What follows belongs to an exercise in optimizing a design on an open flow for small area; a production flow would make more cautious choices.
Only simulation tests tie the RTL to the original design; equivalence was not proved.
Power and IR drop assume default switching activity.

==> design/flow/design.v <==
`timescale 1ns/1ps
`default_nettype none
package dcache_pkg;
    typedef logic [14-1:0] addr_t;
    typedef logic [14-$clog2(128/8)-1:0] beat_addr_t;
    typedef logic [31:0] word_t;
    typedef logic [128-1:0] beat_t;
    typedef logic [14-$clog2(8)-$clog2(64)-1:0] tag_t;
    typedef logic [$clog2(8)-1:0] set_idx_t;
    typedef logic [$clog2(4)-1:0] beat_cnt_t;
    typedef logic [3:0] byte_mask_t;
    typedef logic [1:0] size_t;
    localparam size_t SIZE_BYTE = 2'd0;
    localparam size_t SIZE_HALF = 2'd1;
    localparam size_t SIZE_WORD = 2'd2;
    typedef struct packed {
        tag_t tag;
        set_idx_t set;
        beat_cnt_t beat;
        logic [$clog2(128/32)-1:0] word;
        logic [1:0] byte_off;
    } addr_split_t;
    typedef struct packed {
        addr_t addr;
        word_t wdata;
        size_t size;
        logic is_unsigned;
        logic is_store;
    } core_req_t;
    typedef struct packed {
        beat_addr_t beat_addr;
        beat_t wdata;
        logic is_write;
    } mem_req_t;
    typedef struct packed {
        logic active;
        logic is_store;
        logic is_unsigned;
        addr_t addr;
        word_t wdata;
        size_t size;
    } word_acc_t;
    typedef enum logic [1:0] {
        META_NONE,
        META_FILL,
        META_DIRTY
    } meta_kind_t;
    typedef struct packed {
        meta_kind_t kind;
        set_idx_t set;
        tag_t tag;
    } meta_upd_t;
    typedef enum logic [1:0] {
        CTRL_READY,
        CTRL_EVICT,
        CTRL_REFILL,
        CTRL_FINISH
    } ctrl_state_t;
endpackage
`default_nettype wire
`timescale 1ns/1ps
`default_nettype none
module dcache_top (
    input  logic         clk,
    input  logic         rst,
    input  logic         req_valid,
    input  logic [13:0]  req_addr,
    input  logic [31:0]  req_wdata,
    input  logic [1:0]   req_size,
    input  logic         req_unsigned,
    input  logic         req_store,
    output logic         req_ready,
    output logic         rsp_valid,
    output logic [31:0]  rsp_data,
    output logic         mem_req_valid,
    output logic [9:0]   mem_req_addr,
    output logic [127:0] mem_req_wdata,
    output logic         mem_req_write,
    input  logic         mem_req_ready,
    input  logic         mem_rsp_valid,
    input  logic [127:0] mem_rsp_data
);
    localparam logic [1:0] S_READY  = 2'd0;
    localparam logic [1:0] S_EVICT  = 2'd1;
    localparam logic [1:0] S_REFILL = 2'd2;
    localparam logic [1:0] S_FINISH = 2'd3;
    logic [13:0] q_addr;
    logic [31:0] q_wdata;
    logic [1:0]  q_size;
    logic        q_unsigned;
    logic        q_store;
    logic        q_valid;
    logic [1:0]  state;
    logic        out_of_reset;
    logic [1:0]  req_cnt;
    logic [1:0]  rsp_cnt;
    logic        rd_done;
    logic [7:0]  valid;
    logic [7:0]  dirty;
    logic [4:0]  tags [8];
    logic [4:0]  q_tag;
    logic [2:0]  q_set;
    logic [1:0]  q_beat;
    logic [1:0]  q_word;
    logic [1:0]  q_byte;
    assign q_tag  = q_addr[13:9];
    assign q_set  = q_addr[8:6];
    assign q_beat = q_addr[5:4];
    assign q_word = q_addr[3:2];
    assign q_byte = q_addr[1:0];
    logic st_ready, st_evict, st_refill, st_finish;
    assign st_ready  = (state == S_READY);
    assign st_evict  = (state == S_EVICT);
    assign st_refill = (state == S_REFILL);
    assign st_finish = (state == S_FINISH);
    logic [4:0] cur_tag;
    logic       cur_valid;
    logic       cur_dirty;
    assign cur_tag   = tags[q_set];
    assign cur_valid = valid[q_set];
    assign cur_dirty = dirty[q_set];
    logic hit, miss, lookup_hit, mem_fire, fill_we, last_rsp, acc_active, acc_store;
    assign hit        = q_valid && cur_valid && (cur_tag == q_tag);
    assign lookup_hit = st_ready && hit;
    assign miss       = st_ready && q_valid && !hit;
    assign mem_fire   = mem_req_valid && mem_req_ready;
    assign fill_we    = st_refill && mem_rsp_valid;
    assign last_rsp   = fill_we && (rsp_cnt == 2'd3);
    assign acc_active = lookup_hit || st_finish;
    assign acc_store  = acc_active && q_store;
    assign req_ready = out_of_reset && st_ready && !miss;
    assign rsp_valid = acc_active && !q_store;
    logic req_fire;
    assign req_fire = req_valid && req_ready;
    always_ff @(posedge clk) begin
        if (req_fire) begin
            q_addr     <= req_addr;
            q_wdata    <= req_wdata;
            q_size     <= req_size;
            q_unsigned <= req_unsigned;
            q_store    <= req_store;
        end
    end
    always_ff @(posedge clk) begin
        if (rst) begin
            state <= S_READY;
            out_of_reset <= 1'b0;
            req_cnt <= 2'd0;
            rsp_cnt <= 2'd0;
            rd_done <= 1'b0;
            q_valid <= 1'b0;
            valid <= '0;
            dirty <= '0;
        end else begin
            out_of_reset <= 1'b1;
            q_valid <= req_fire;
            case (state)
                S_READY:  if (miss) state <= cur_dirty && cur_valid ? S_EVICT : S_REFILL;
                S_EVICT:  if (mem_fire && (req_cnt == 2'd3)) state <= S_REFILL;
                S_REFILL: if (last_rsp) state <= S_FINISH;
                default:  state <= S_READY;
            endcase
            if (mem_fire) begin
                req_cnt <= req_cnt + 2'd1;
                if (st_refill && (req_cnt == 2'd3)) rd_done <= 1'b1;
            end
            if (fill_we) rsp_cnt <= rsp_cnt + 2'd1;
            if (st_finish) rd_done <= 1'b0;
            if (last_rsp) begin
                valid[q_set] <= 1'b1;
                dirty[q_set] <= 1'b0;
            end else if (acc_store) begin
                dirty[q_set] <= 1'b1;
            end
        end
    end
    always_ff @(posedge clk) begin
        if (!rst && last_rsp) tags[q_set] <= q_tag;
    end
    logic [1:0] wr_beat;
    assign wr_beat = fill_we ? rsp_cnt : q_beat;
    logic [3:0] st_mask;
    always_comb begin
        case (q_size)
            2'd0:    st_mask = 4'b0001 << q_byte;
            2'd1:    st_mask = 4'b0011 << q_byte;
            default: st_mask = 4'b1111;
        endcase
    end
    logic [31:0] st_word;
    assign st_word = q_wdata << {q_byte, 3'b000};
    logic [15:0] byte_we;
    always_comb begin
        for (int w = 0; w < 4; w++) begin
            for (int b = 0; b < 4; b++) begin
                byte_we[4*w+b] = fill_we || (acc_store && (q_word == w[1:0]) && st_mask[b]);
            end
        end
    end
    logic [127:0] wr_data;
    assign wr_data = fill_we ? mem_rsp_data : {4{st_word}};
    logic row_we_any;
    assign row_we_any = fill_we || acc_store;
    logic [127:0] data [32];
    for (genvar r = 0; r < 32; r++) begin : g_row
        logic row_we;
        assign row_we = row_we_any && (q_set == r[4:2]) && (wr_beat == r[1:0]);
        for (genvar k = 0; k < 16; k++) begin : g_byte
            always_ff @(posedge clk) begin
                if (row_we && byte_we[k]) data[r][8*k +: 8] <= wr_data[8*k +: 8];
            end
        end
    end
    logic [1:0] rd_beat;
    assign rd_beat = st_evict ? req_cnt : q_beat;
    logic [127:0] row_rd;
    always_comb begin
        row_rd = '0;
        for (int r = 0; r < 32; r++) begin
            if ((q_set == r[4:2]) && (rd_beat == r[1:0])) row_rd = row_rd | data[r];
        end
    end
    assign mem_req_valid = st_evict || (st_refill && !rd_done);
    assign mem_req_write = st_evict;
    assign mem_req_addr  = {st_evict ? cur_tag : q_tag, q_set, req_cnt};
    assign mem_req_wdata = row_rd;
    logic [31:0] rd_word;
    assign rd_word = row_rd[32*q_word +: 32];
    logic [7:0]  byte_sel;
    logic [15:0] half_sel;
    logic        sext;
    assign byte_sel = rd_word[8*q_byte +: 8];
    assign half_sel = rd_word[16*q_byte[1] +: 16];
    assign sext = !q_unsigned;
    always_comb begin
        case (q_size)
            2'd0:    rsp_data = {{24{sext & byte_sel[7]}}, byte_sel};
            2'd1:    rsp_data = {{16{sext & half_sel[15]}}, half_sel};
            default: rsp_data = rd_word;
        endcase
    end
endmodule
`default_nettype wire
==> design/flow/run.sh <==
#!/bin/bash
# synth_recipe.tcl (not shown) runs the flow's synth.tcl, then flattens the netlist and writes it again
# the make line also repeats each setting of config.mk as NAME=value (left out here)
make -C /OpenROAD-flow-scripts/flow DESIGN_CONFIG=/design/flow/config.mk WORK_HOME=/design/flow/orfs CLKGATE_MAP_FILE= SYNTH_SCRIPT=/design/flow/synth_recipe.tcl finish
==> design/flow/config.mk <==
export PLATFORM = sky130hd
export DESIGN_NAME = dcache_top
export DESIGN_NICKNAME = dcache_top
export VERILOG_FILES = /design/flow/design.v
export SDC_FILE = /design/flow/constraint.sdc
export NUM_CORES = 4
export LEC_CHECK = 0
export CAP_MARGIN = 20
export CORE_MARGIN = 2
export CORE_UTILIZATION = 45
export PLACE_DENSITY = 0.6
export SLEW_MARGIN = 20
==> design/flow/constraint.sdc <==
create_clock -name core_clock -period 12.0 [get_ports {clk}]
set_input_delay 2.4000 -clock core_clock [delete_from_list [all_inputs] [get_ports {clk}]]
set_output_delay 2.4000 -clock core_clock [all_outputs]
set_load 0.01 [all_outputs]
==> flow_metrics.py, run 1 <==
metrics = {
    "placement": {
        "gp_congestion": 1.03,
        "dp_hpwl_microns": 499000,
        "port_buffers": 356,
    },
    "synth": {
        "syn_area_per_cell_sq_um": 16.7,
        "synth-edff-count": 4186,
        "syn-cell-area_sq_mm": 0.162,
        "synth_warnings": 2,
        "syn-num-nets": 9898,
        "ys_types": 98,
        "synth_seq_cells": 4214,
        "ys_seq_area_share_pct": 78.1,
        "synth_ff_type": "edfxtp_1",
        "syn_inst": 9701,
        "async_flop_share_pct": 0,
    },
    "sta": {
        "drv_slew": 0,
        "setup_viol": 0,
        "maxSlewHeadroom_pct": 6.56,
        "tightestPinTransition_ps": 1400,
        "fmax_ghz": 0.0915,
        "finalHoldViolCount": 0,
        "rsz0062_at_grt": "no",
        "hold_ws_ps": 465,
        "fin_crit_ps": 10930,
        "min_period_over_period_pct": 91.1,
        "finalSetupTns_ps": 0,
        "fin_skew_ps": 104,
    },
    "grt": {
        "grt_pass1_vias": 105548,
        "grt_usage_pct": 42.9,
        "antenna_found_initial": 98,
        "grt_max_degree": 98,
        "grt.overflow.total": 0,
        "grt_pass1_wl_microns": 1030000,
    },
    "clock_network": {
        "htree_levels": 5,
        "root_buffer": "clkbuf_16",
        "cts_tree": "done",
        "cts_hold_buf": 0,
        "post-cts-setup-buffers": 0,
        "cts_buffer_depth": 4,
        "cts_resized": 0,
        "cts_buffers": 429,
        "cts.sinks": 4214,
        "clk_latency_ps": 1100,
        "path_clk_slew_ps": 60,
    },
    "critical_path": {
        "cp_max_fo": 34,
        "r2r_slack_ps": 4740,
        "cp-start-kind": "flip-flop",
        "ff2ff_path_depth": 13,
        "cp.required_ps": 9600,
        "critPathArrivalTime_ps": 8530,
        "worst_r2r_startpoint": "q_addr[8]",
        "worstSetupPathType": "reg -> out",
        "worstSetupEndpointType": "output port",
        "r2r-end": "data[13][81]",
    },
    "power_and_ir_drop": {
        "leakage_nw": 60.1,
        "power.density_mw_per_mm2": 211,
        "worst_ir_drop_vdd_v": 0.000176,
    },
    "die": {
        "ios": 357,
        "die_w_microns": 604,
        "core_sq_mm": 0.358,
        "die_h_microns": 604,
        "dieArea_sq_mm": 0.364,
        "start_util_pct": 45.1,
        "core.rowCount": 220,
    },
    "run_status": {
        "status": "timing/DRC/antenna clean",
    },
    "detailed_routing": {
        "route.detailed.drc": 0,
        "ant_nets": 0,
        "first_pass_iters": 9,
        "num_vias": 117801,
        "first_iter_violations": 28396,
        "finalWirelength_microns": 799000,
        "vias_per_cell": 7.54,
        "wl_per_cell_microns": 51.1,
    },
    "hold_path": {
        "min_from": "valid[6]",
        "min_delay_worst_endpoint": "valid[6]",
        "hold_path_class": "reg -> reg",
        "min_path_cells": 2,
    },
    "layout": {
        "fillCellCount": 28721,
        "area_growth_pct": 17.1,
        "post-route-util_pct": 52.8,
        "num-nets-final": 10568,
        "drive_gt1_share_pct": 16.1,
    },
    "run": {
        "max_cap_viol_count": 0,
    },
}
cells in the mapped netlist (all sizes together) (116+ instances only):
library cell	instances	area share [%]
edfxtp	4186	78
a22oi	854	4.0
nor2	660	1.5
buf	417	1.3
clkbuf	326	0.76
a22o	323	1.7
nand2	284	0.66
o21ai	272	0.85
a21oi	252	0.80
o211ai	199	0.93
a222oi	166	1.0
a21o	132	0.61
nand4	124	0.48
a221oi	116	0.64
placed cells by master (no fill, tap or decap), drive strengths merged, types with 132 or more instances in the layout:
master,synthesis,final
a21o,132,132
a21oi,252,252
a222oi,166,166
a22o,323,323
a22oi,854,854
buf,417,625
clkbuf,326,529
clkdlybuf4s50,0,356
clkinv,1,209
edfxtp,4186,4186
nand2,284,284
nor2,660,660
o211ai,199,199
o21ai,272,272
state kept, by name, indices dropped and copies added (netlist names), named ones only:
| signal | count |
|---|---|
| q_store | 1 |
| rsp_cnt | 2 |
| q_size | 2 |
| data | 4096 |
| state | 2 |
| valid | 8 |
| q_unsigned | 1 |
| q_valid | 1 |
| req_cnt | 2 |
| q_addr | 14 |
| rd_done | 1 |
| out_of_reset | 1 |
| q_wdata | 32 |
| tags | 40 |
per-stage QoR:
step / cells / setup slack (ps) / instance area [sq um] / power [W]
floorplan: 9701 / 4710 / 162000 / 0.0208
global placement: 14679 / 2600 / 174000 / 0.0256
detailed placement: 14700 / 2660 / 175000 / 0.0258
CTS: 15501 / 1610 / 189000 / 0.0390
global route: 15530 / 1490 / 189000 / 0.0399
finish: 15633 / 1070 / 189000 / 0.0399
final cells by class:
cell class	instances	area, sq um	share of cell area [%]
repair buffers	982	8940	4.72
well taps	4773	5970	3.15
diodes	119	298	0.157
flip-flops and latches	4214	126000	66.7
multi-input cells	4631	33400	17.6
inverters	113	429	0.227
clock inverters	273	2810	1.48
clock buffers	528	11200	5.93
routing by layer:
layer / routed length [microns] / track usage (%) / share of wire (%) / up-vias
li1: - / - / - / 41544
met1: 254000 / 52.4 / 32 / 58911
met4: 82000 / 35.4 / 10 / 52
met3: 144000 / 19.7 / 18 / 3372
met5: 843 / 0.370 / 0.11 / -
met2: 319000 / 57.7 / 40 / 13922
how the worst max path moves through the flow:
stage | from | to | slack (ps)
after floorplan | q_addr[8] | rsp_data[13] | 4710
after global placement | state[1] | rsp_data[1] | 2600
after detailed placement | state[1] | rsp_data[1] | 2660
after CTS | state[1] | rsp_data[1] | 1610
after global routing | state[1] | rsp_data[1] | 1490
final | state[1] | rsp_data[1] | 1070
kinds of logic (layout without fill, tap and decap cells):
family	Yosys count	count (layout)	share of synthesized area, %
flops	4214	4214	78.1
compound gates	2903	2903	13.6
mux	177	177	1.29
fa+ha+maj	14	14	0.108
xor+xnor	7	7	0.0379
buf+inv	856	1896	2.30
simple gates	1530	1530	4.61
other cells	0	119	0
power by group:
part           leakage (nW)  internal [W]  total, W  switching [W]
logic                  15.0       0.00187   0.00870        0.00683
registers              38.3        0.0174    0.0175      0.0000473
clock network          6.86       0.00764    0.0137        0.00604
worst max-delay path: stages, from the launching register on:
cell and delay [ps]:
dfxtp_1 370, inv_1 130, ha_2 770, nand3_2 1020, a21oi_4 1370, buf_4 1000, a22o_1 260, a221oi_1 80
nand3_1 130, or4_1 290, o221a_2 530, o22ai_1 130, a211oi_1 570, clkdlybuf4s50_1 670
==> inputs of run 2 (changes only) <==
--- a/design/flow/design.v
+++ b/design/flow/design.v
@@ -82,6 +82,2 @@
 );
-    localparam logic [1:0] S_READY  = 2'd0;
-    localparam logic [1:0] S_EVICT  = 2'd1;
-    localparam logic [1:0] S_REFILL = 2'd2;
-    localparam logic [1:0] S_FINISH = 2'd3;
     logic [13:0] q_addr;
@@ -92,3 +88,3 @@
     logic        q_valid;
-    logic [1:0]  state;
+    logic st_ready, st_evict, st_refill, st_finish;
     logic        out_of_reset;
@@ -110,7 +106,2 @@
     assign q_byte = q_addr[1:0];
-    logic st_ready, st_evict, st_refill, st_finish;
-    assign st_ready  = (state == S_READY);
-    assign st_evict  = (state == S_EVICT);
-    assign st_refill = (state == S_REFILL);
-    assign st_finish = (state == S_FINISH);
     logic [4:0] cur_tag;
@@ -145,3 +136,6 @@
         if (rst) begin
-            state <= S_READY;
+            st_ready <= 1'b1;
+            st_evict <= 1'b0;
+            st_refill <= 1'b0;
+            st_finish <= 1'b0;
             out_of_reset <= 1'b0;
@@ -152,3 +146,2 @@
             valid <= '0;
-            dirty <= '0;
         end else begin
@@ -156,8 +149,19 @@
             q_valid <= req_fire;
-            case (state)
-                S_READY:  if (miss) state <= cur_dirty && cur_valid ? S_EVICT : S_REFILL;
-                S_EVICT:  if (mem_fire && (req_cnt == 2'd3)) state <= S_REFILL;
-                S_REFILL: if (last_rsp) state <= S_FINISH;
-                default:  state <= S_READY;
-            endcase
+            if (miss) begin
+                st_ready <= 1'b0;
+                st_evict <= cur_dirty && cur_valid;
+                st_refill <= !(cur_dirty && cur_valid);
+            end
+            if (st_evict && mem_fire && (req_cnt == 2'd3)) begin
+                st_evict <= 1'b0;
+                st_refill <= 1'b1;
+            end
+            if (last_rsp) begin
+                st_refill <= 1'b0;
+                st_finish <= 1'b1;
+            end
+            if (st_finish) begin
+                st_finish <= 1'b0;
+                st_ready <= 1'b1;
+            end
             if (mem_fire) begin
@@ -170,10 +174,22 @@
                 valid[q_set] <= 1'b1;
-                dirty[q_set] <= 1'b0;
-            end else if (acc_store) begin
-                dirty[q_set] <= 1'b1;
-            end
-        end
-    end
-    always_ff @(posedge clk) begin
-        if (!rst && last_rsp) tags[q_set] <= q_tag;
+            end
+        end
+    end
+    for (genvar s = 0; s < 8; s++) begin : g_tag
+        logic [4:0] tag_q;
+        always_ff @(posedge clk) begin
+            if (!rst && last_rsp && (q_set == s[2:0])) tag_q <= q_tag;
+        end
+        assign tags[s] = tag_q;
+    end
+    for (genvar s = 0; s < 8; s++) begin : g_dirty
+        logic dirty_we;
+        assign dirty_we = (last_rsp || acc_store) && (q_set == s[2:0]);
+        always_ff @(posedge clk) begin
+            if (rst) begin
+                dirty[s] <= 1'b0;
+            end else if (dirty_we) begin
+                dirty[s] <= !last_rsp;
+            end
+        end
     end
@@ -206,2 +222,3 @@
         logic row_we;
+        logic [127:0] row_q;
         assign row_we = row_we_any && (q_set == r[4:2]) && (wr_beat == r[1:0]);
@@ -209,5 +226,6 @@
             always_ff @(posedge clk) begin
-                if (row_we && byte_we[k]) data[r][8*k +: 8] <= wr_data[8*k +: 8];
-            end
-        end
+                if (row_we && byte_we[k]) row_q[8*k +: 8] <= wr_data[8*k +: 8];
+            end
+        end
+        assign data[r] = row_q;
     end
@@ -215,2 +233,5 @@
     assign rd_beat = st_evict ? req_cnt : q_beat;
+    logic [31:0] rd_oh;
+    always_comb for (int r = 0; r < 32; r++) rd_oh[r] = (q_set == r[4:2]) && (rd_beat == r[1:0]);
+    logic [127:0] grp [11];
     logic [127:0] row_rd;
@@ -218,4 +239,6 @@
         row_rd = '0;
-        for (int r = 0; r < 32; r++) begin
-            if ((q_set == r[4:2]) && (rd_beat == r[1:0])) row_rd = row_rd | data[r];
+        for (int g = 0; g < 11; g++) begin
+            grp[g] = '0;
+            for (int r = 3*g; r < 3*g+3 && r < 32; r++) grp[g] = grp[g] | ({128{rd_oh[r]}} & data[r]);
+            row_rd = row_rd | grp[g];
         end
==> design/flow/flow/run.sh (new file) <==
#!/bin/bash
# Standard ORFS layout, with the combinational logic mapped by an area-oriented ABC script
# (&nf with many area-recovery rounds) instead of the default one. Registers come out exactly
# as in the standard synthesis: only the abc call after dfflibmap is changed. Ports get the
# smallest buffer (buf_1) instead of the one buffer_ports picks by itself.
set -euo pipefail
W=$(pwd)
printf '&get -n\n&st\n&dch -f\n&nf -p -R 1000\n&put\n' > "$W/area.script"
{
  echo "proc abc {args} { set i [lsearch \$args -script]; if {\$i >= 0} { set args [lreplace \$args \$i [expr {\$i+1}] -script $W/area.script] }; yosys abc {*}\$args }"
  cat "$W/synth_recipe.tcl"
} > "$W/area_synth.tcl"
bash "$W/standard.sh" "SYNTH_SCRIPT=$W/area_synth.tcl" "BUFFER_PORTS_ARGS=-buffer_cell sky130_fd_sc_hd__buf_1" finish > "$W/standard.log" 2>&1
==> design/flow/standard.sh (new file) <==
#!/bin/bash
# synth_recipe.tcl (not shown) runs the flow's synth.tcl, then flattens the netlist and writes it again
# the make line also repeats each setting of config.mk as NAME=value (left out here)
make -C /OpenROAD-flow-scripts/flow DESIGN_CONFIG=/design/flow/config.mk WORK_HOME=/design/flow/orfs CLKGATE_MAP_FILE= SYNTH_SCRIPT=/design/flow/synth_recipe.tcl "${@:-finish}"
--- a/design/flow/config.mk
+++ b/design/flow/config.mk
@@ -9,4 +9,7 @@
 export CORE_MARGIN = 2
-export CORE_UTILIZATION = 45
-export PLACE_DENSITY = 0.6
+export CORE_UTILIZATION = 70
+export CTS_CLUSTER_DIAMETER = 80
+export CTS_CLUSTER_SIZE = 25
+export PLACE_DENSITY = 0.8
+export SETUP_SLACK_MARGIN = 0.3
 export SLEW_MARGIN = 20
removed: design/flow/run.sh
==> run 2 against run 1 <==
Net effect: still clean; sequential power shrank 7%; final cell count decreased by 30%; total power shrank 38%; synthesized area fell by 7.7%; first-iteration DRC count shrank 10%; die area down 40%; worst hold slack better by 11 ps; combinational power down 84%.
==> flow_metrics.py, run 2 <==
metrics = {
    "synth": {
        "ys_seq_area_share_pct": 84.6,
        "syn_inst": 7237,
        "synth_top_area_cell": "edfxtp_1",
        "synth_top_area_share_pct": 84.2,
        "synth_commonest_cells": "4186 x edfxtp_1, 1263 x a222oi_1, 675 x nor2_1",
        "syn-cell-area_sq_mm": 0.149,
        "synth_warnings": 4,
        "synth_seq_cells": 4213,
        "syn-num-nets": 7429,
        "synth_ff_type": "edfxtp_1",
        "async_flop_share_pct": 0,
        "synthTopCellsByArea": "edfxtp_1 84%, a222oi_1 8.5%, nor2_1 1.7%, nand4_1 1.1%, a221o_1 0.73%",
        "ys_types": 46,
        "synth.most_common_cell": "edfxtp_1",
        "synth-edff-count": 4186,
        "syn_area_per_cell_sq_um": 20.6,
    },
    "detailed_routing": {
        "first_iter_violations": 25522,
        "ant_nets": 0,
        "wl_per_cell_microns": 43.3,
        "route.detailed.drc": 0,
        "finalWirelength_microns": 472000,
        "vias_per_cell": 8.37,
        "first_pass_iters": 32,
        "num_vias": 91278,
    },
    "placement": {
        "dp_hpwl_microns": 302000,
        "gp_congestion": 0.984,
        "pre_cts_ws_ps": 2610,
        "dp_cells": 10609,
        "port_buffers": 356,
    },
    "sta": {
        "finalHoldViolCount": 0,
        "tightestPinTransition_ps": 1390,
        "rsz0062_at_grt": "no",
        "fin_skew_ps": 37.4,
        "min_period_over_period_pct": 90.7,
        "fin_crit_ps": 10890,
        "fin_ws_ps": 1110,
        "maxSlewHeadroom_pct": 7.59,
        "finalSetupTns_ps": 0,
        "setup_viol": 0,
        "fmax_ghz": 0.0918,
        "drv_slew": 0,
    },
    "critical_path": {
        "critPathArrivalTime_ps": 8490,
        "path_buf_inv": 3,
        "cp_max_fo": 40,
        "worstSetupPathType": "reg -> out",
        "slowest_delay_ps": 910,
        "cp.required_ps": 9600,
        "cp-start-kind": "flip-flop",
        "crit_chain": "mux2i_1 > nand2_1 > nor2_4 > buf_4 > a222oi_1 > nand4_1 > and4b_1 > nand4_1 > a221o_1 > o22ai_1 > nor2_1 > o21ai_0 > a2111oi_1 > buf_4 > nand2b_1 > o31a_2 > o21ai_0 > buf_1",
        "cpMaxStageDelayCell": "nor2_1",
        "path_delay_family": "simple AND/OR/NAND/NOR gates",
        "worstSetupEndpointType": "output port",
    },
    "grt": {
        "grt_usage_pct": 43.0,
        "grt_max_degree": 88,
        "antenna_found_initial": 50,
        "grt_pass1_vias": 84511,
        "grt.overflow.total": 0,
        "grt_pass1_wl_microns": 642000,
    },
    "layout": {
        "drive_gt1_share_pct": 7.05,
        "instances_no_fill": 10903,
        "num-nets-final": 8177,
        "final_cell_mix": "4186 x edfxtp_1, 1263 x a222oi_1, 646 x nor2_1",
        "largest_register_ffs": 4096,
        "fillCellCount": 11015,
        "final_common_cell": "edfxtp_1",
        "reg_top3": "g_row.row_q x4096, g_tag.tag_q x40, q_wdata x32",
        "area_growth_pct": 8.31,
        "regMostFlops": "g_row.row_q",
    },
    "clock_network": {
        "cts_tree": "done",
        "cts_buffer_depth": 3,
        "cts_hold_buf": 0,
        "path_clk_slew_ps": 100,
        "clk_latency_ps": 920,
        "cts_buffers": 187,
        "cts_resized": 0,
        "cts.sinks": 4213,
        "post-cts-setup-buffers": 0,
        "htree_levels": 4,
        "root_buffer": "clkbuf_16",
    },
    "die": {
        "die_w_microns": 466,
        "core.rowCount": 169,
        "core_sq_mm": 0.212,
        "ios": 357,
        "start_util_pct": 70.4,
        "dieArea_sq_mm": 0.217,
        "die_h_microns": 466,
    },
    "power_and_ir_drop": {
        "worst_ir_drop_vdd_v": 0.000183,
        "p_total_w": 0.0248,
        "power.density_mw_per_mm2": 153,
        "leakage_nw": 48.7,
    },
    "run": {
        "max_cap_viol_count": 0,
    },
    "run_status": {
        "status": "timing/DRC/antenna clean",
    },
    "hold_path": {
        "hold_path_class": "reg -> reg",
    },
}
==> run 2: cell types whose count changed after synthesis, sizes merged, moves of 209 or more <==
cell | before | now
a222oi | 166 | 1263
clkbuf | 326 | 0
nand2 | 284 | 60
o21ai | 272 | 48
buf | 417 | 3
a22o | 323 | 25
a22oi | 854 | 23
a21oi | 252 | 43
==> run 2: worst paths after layout <==
| path | start | endpoint | slack [ps] | cells past startpoint |
|---|---|---|---|---|
| worst max-delay path | st_evict | rsp_data[24] | 1110 | 18 |
| worst min-delay path | valid[2] | valid[2] | 480 | 2 |
| worst max register to register | q_addr[6] | g_row[3].row_q[10] | 4850 | 16 |
| worst min register to register | valid[2] | valid[2] | 480 | 2 |
==> run 2: final cells by class <==
type | instances | area, sq um | share of cell area [%]
multi-input combinational | 3013 | 23600 | 14.6
clock inverter | 12 | 146 | 0.0905
sequential | 4213 | 126000 | 78.1
clock buffer | 202 | 4820 | 2.98
tap | 2821 | 3530 | 2.18
inverter | 8 | 30.0 | 0.0186
antenna | 72 | 180 | 0.111
timing repair buffer | 562 | 3210 | 1.99
==> run 2: cell families after synthesis <==
| group | Yosys count | synth area share, % |
|---|---|---|
| flops | 4213 | 84.6 |
| compound gates | 1759 | 11.0 |
| simple gates | 1208 | 4.07 |
| mux | 35 | 0.270 |
| buf+inv | 11 | 0.0352 |
| fa+ha+maj | 9 | 0.0754 |
| xor+xnor | 2 | 0.0117 |
==> run 2: power breakdown <==
group | total (W) | switching, W | internal [W]
clock | 0.00710 | 0.00423 | 0.00288
combinational | 0.00140 | 0.00113 | 0.000275
sequential | 0.0163 | 0.0000131 | 0.0163
==> run 2: routing by layer <==
| layer | routed length (microns) | global-route usage, % |
|---|---|---|
| met1 | 138000 | 55.4 |
| met2 | 205000 | 60.8 |
| met3 | 92400 | 17.5 |
| met4 | 36500 | 28.8 |
| met5 | 289 | 0.373 |
==> run 2: per-stage QoR <==
step	util [%]	instance area, sq um	hold slack (ps)
after floorplan	-	149000	426
after global placement	73.7	156000	448
after detailed placement	73.7	156000	456
after CTS	76.1	161000	478
after global routing	76.2	162000	493
final	76.2	162000	477
==> run 2: worst reg2reg max path, stage by stage (launching register included) <==
cell      delay, ps
edfxtp_1        670
clkinv_1        230
ha_1            270
ha_1            460
or4_1           820
o21ai_0         390
nor2_1           80
a21oi_1         160
o211ai_1        130
nor3_1          250
a21o_1          160
and2_0          130
buf_4           230
nor2_1          200
nor2b_1         520
nand2_2         900
nor2_1         1200
==> inputs of run 3 (changes only) <==
--- a/design/flow/config.mk
+++ b/design/flow/config.mk
@@ -7,9 +7,9 @@
 export LEC_CHECK = 0
-export CAP_MARGIN = 20
+export CAP_MARGIN = 30
 export CORE_MARGIN = 2
-export CORE_UTILIZATION = 70
+export CORE_UTILIZATION = 65
 export CTS_CLUSTER_DIAMETER = 80
 export CTS_CLUSTER_SIZE = 25
-export PLACE_DENSITY = 0.8
+export PLACE_DENSITY = 0.75
 export SETUP_SLACK_MARGIN = 0.3
-export SLEW_MARGIN = 20
+export SLEW_MARGIN = 30
==> run 3 against run 2 <==
Net effect: worst setup slack improved by 280 ps; critical path depth unchanged; global-route usage down 4.4 points; combinational power hardly changed; non-clock buffer count is 5 higher; clock-buffer cell count is 7 higher; sequential power barely moved; sequential share of layout area decreased by 0.36 points; synthesized area did not move; via count decreased by 3.1%; clock skew down 3.7 ps; utilization is 5.0 points lower.
==> flow_metrics.py, run 3 <==
metrics = {
    "sta": {
        "maxSlewHeadroom_pct": 22.7,
        "finalSetupTns_ps": 0,
        "fmax_ghz": 0.0943,
        "setup_viol": 0,
        "finalHoldViolCount": 0,
        "rsz0062_at_grt": "no",
        "drv_slew": 0,
        "fin_crit_ps": 10610,
        "min_period_over_period_pct": 88.4,
        "fin_skew_ps": 33.6,
        "tightestPinTransition_ps": 1150,
    },
    "critical_path": {
        "worstSetupPathType": "reg -> out",
        "cp-start-kind": "flip-flop",
        "cp.required_ps": 9600,
        "cp_max_fo": 72,
        "worst_r2r_startpoint": "q_addr[6]",
        "worstSetupEndpointType": "output port",
        "critPathArrivalTime_ps": 8210,
        "crit_start": "st_evict",
    },
    "power_and_ir_drop": {
        "worst_ir_drop_vdd_v": 0.000176,
        "switching_share_pct": 21.5,
        "leakage_nw": 48.7,
        "p_clk_share_pct": 28.9,
        "internal_power_w": 0.0195,
        "p_sw_w": 0.00533,
        "comb_power_share_pct": 5.5,
        "power.density_mw_per_mm2": 153,
        "seqPwrFrac_pct": 65.5,
    },
    "synth": {
        "synth_commonest_cells": "4186 x edfxtp_1, 1263 x a222oi_1, 675 x nor2_1",
        "syn-cell-area_sq_mm": 0.149,
        "async_flop_share_pct": 0,
        "synthTopCellsByArea": "edfxtp_1 84%, a222oi_1 8.5%, nor2_1 1.7%, nand4_1 1.1%, a221o_1 0.73%",
        "synth_ff_type": "edfxtp_1",
        "synth_top_area_share_pct": 84.2,
        "synth_warnings": 4,
        "syn_inst": 7237,
        "syn_area_per_cell_sq_um": 20.6,
        "synth_top_area_cell": "edfxtp_1",
        "synth-edff-count": 4186,
        "syn-num-nets": 7429,
        "synth.most_common_cell": "edfxtp_1",
        "ys_types": 46,
        "synth_seq_cells": 4213,
        "ys_seq_area_share_pct": 84.6,
    },
    "clock_network": {
        "clk_latency_ps": 920,
        "cts_hold_buf": 0,
        "cts.sinks": 4213,
        "htree_levels": 4,
        "cts_buffer_depth": 3,
        "cts_tree": "done",
        "cts_buffers": 188,
        "path_clk_slew_ps": 100,
        "post-cts-setup-buffers": 0,
        "cts_resized": 0,
        "root_buffer": "clkbuf_16",
    },
    "run": {
        "max_cap_viol_count": 0,
    },
    "die": {
        "core_sq_mm": 0.228,
        "ios": 357,
        "dieArea_sq_mm": 0.234,
        "core.rowCount": 175,
        "die_h_microns": 483,
        "die_w_microns": 483,
        "start_util_pct": 65.5,
    },
    "layout": {
        "final_cell_mix": "4186 x edfxtp_1, 1263 x a222oi_1, 634 x nor2_1",
        "area_growth_pct": 8.81,
        "drive_gt1_share_pct": 8.04,
        "num-nets-final": 8183,
        "largest_register_ffs": 4096,
        "reg_top3": "g_row.row_q x4096, g_tag.tag_q x40, q_wdata x32",
        "instances_no_fill": 11101,
        "regMostFlops": "g_row.row_q",
        "final_common_cell": "edfxtp_1",
    },
    "grt": {
        "grt_pass1_wl_microns": 629000,
        "antenna_found_initial": 38,
        "grt_max_degree": 114,
        "grt.overflow.total": 0,
        "grt_usage_pct": 38.6,
        "grt_pass1_vias": 82436,
    },
    "detailed_routing": {
        "ant_nets": 0,
        "first_pass_iters": 13,
        "first_iter_violations": 22773,
        "vias_per_cell": 7.97,
        "num_vias": 88456,
        "finalWirelength_microns": 457000,
        "wl_per_cell_microns": 41.2,
        "route.detailed.drc": 0,
    },
    "placement": {
        "gp_congestion": 0.981,
        "dp_hpwl_microns": 294000,
        "dp_cells": 10802,
        "port_buffers": 356,
    },
    "hold_path": {
        "hold_path_class": "reg -> reg",
        "min_from": "valid[2]",
    },
    "run_status": {
        "status": "timing/DRC/antenna clean",
    },
}
[run 3: cell counts after synthesis]
No cell type changed its count.
[run 3: critical path, stage by stage (launching register included)]
cell	delay, ps
dfxtp_1	820
mux2i_1	560
nand2_1	500
nor2_4	830
buf_12	380
a222oi_1	180
nand4_1	170
and4b_1	240
nand4_1	90
a221o_1	560
o22ai_1	200
o21ai_0	440
o21ai_0	180
o31a_1	140
a2111oi_1	720
nand2b_1	350
o31a_1	340
o21ai_0	160
buf_1	190
[run 3: final timing paths]
check                                      endpoint  slack [ps]  cells past startpoint
worst min register to register             valid[2]         490                      2
worst max register to register  g_row[26].row_q[73]        5180                     17
worst min-delay path                       valid[2]         490                      2
worst max-delay path                   rsp_data[16]        1390                     18
[run 3: cells by family after synthesis]
| family | after synthesis | share of synthesized area, % |
|---|---|---|
| flip-flops | 4213 | 84.6 |
| AO/OA/AOI/OAI | 1759 | 11.0 |
| AND/OR/NAND/NOR | 1208 | 4.07 |
| multiplexers | 35 | 0.270 |
| buffers and inverters | 11 | 0.0352 |
| adder cells (fa/ha/maj) | 9 | 0.0754 |
| XOR/XNOR | 2 | 0.0117 |
[run 3: cell type report]
| class | instances | area, sq um |
|---|---|---|
| Clock buffer | 209 | 4930 |
| Inverter | 8 | 30.0 |
| Fill cell | 13320 | 65500 |
| Antenna cell | 67 | 168 |
| Sequential cell | 4213 | 126000 |
| Clock inverter | 15 | 168 |
| Tap cell | 3009 | 3760 |
| Timing Repair Buffer | 567 | 3420 |
| Multi-Input combinational cell | 3013 | 23700 |
[run 3: power by group through the flow]
stage	clock network (W)	registers (W)	logic (W)
2_1_floorplan	0	0.0166	0.000554
3_3_place_gp	0	0.0166	0.00125
3_5_place_dp	0	0.0166	0.00129
4_1_cts	0.00713	0.0163	0.00130
5_1_grt	0.00762	0.0163	0.00138
6_report	0.00719	0.0163	0.00138
[run 3: routing by layer]
metal	wire, microns	GRT usage [%]	up-vias
met1	145000	51.5	43850
met5	180	0	-
met4	36000	26.1	26
li1	-	-	34547
met2	200000	55.0	8773
met3	76000	12.3	1260
[run 3: per-stage QoR]
stage                     utilization [%]  instance area (sq um)  setup WS, ps  hold WS (ps)  power [W]
after floorplan                         -                 149000          1500           426     0.0172
after global placement               68.8                 157000          3000           445     0.0179
after detailed placement             68.9                 157000          2780           456     0.0179
after CTS                            71.1                 162000          1740           482     0.0247
after global routing                 71.2                 162000          1180           509     0.0253
final                                71.3                 162000          1390           489     0.0248

-- port drivers added, routing unchanged --
How much do the figures lean on ideal ports? The routed layouts below were timed once more, with nothing changed but the port constraints.
Step 1: set_driving_cell puts a clkbuf_16 on clk and a buf_2 on each other input, an assumption about the parent block.
Step 2 also shifts input and output timing later by t, the mid clock arrival at the registers, as if the neighbouring blocks saw the same clock.
Slacks: no drivers / after step 1 / after step 2; pairs: no drivers / after step 1.
| run | t, ns | setup slack, ns | hold WS [ns] | latest minus earliest clock arrival (ns) |
|---|---|---|---|---|
| run 1 | 1.163 | 1.069 / 0.954 / 2.116 | 0.465 / 0.465 / 0.465 | 0.111 / 0.111 |
| run 2 | 0.996 | 1.111 / 1.013 / 2.009 | 0.477 / 0.477 / 0.477 | 0.047 / 0.046 |
| run 3 | 0.996 | 1.395 / 1.298 / 2.293 | 0.489 / 0.489 / 0.489 | 0.048 / 0.049 |
After both steps setup and hold are still met in every run listed.
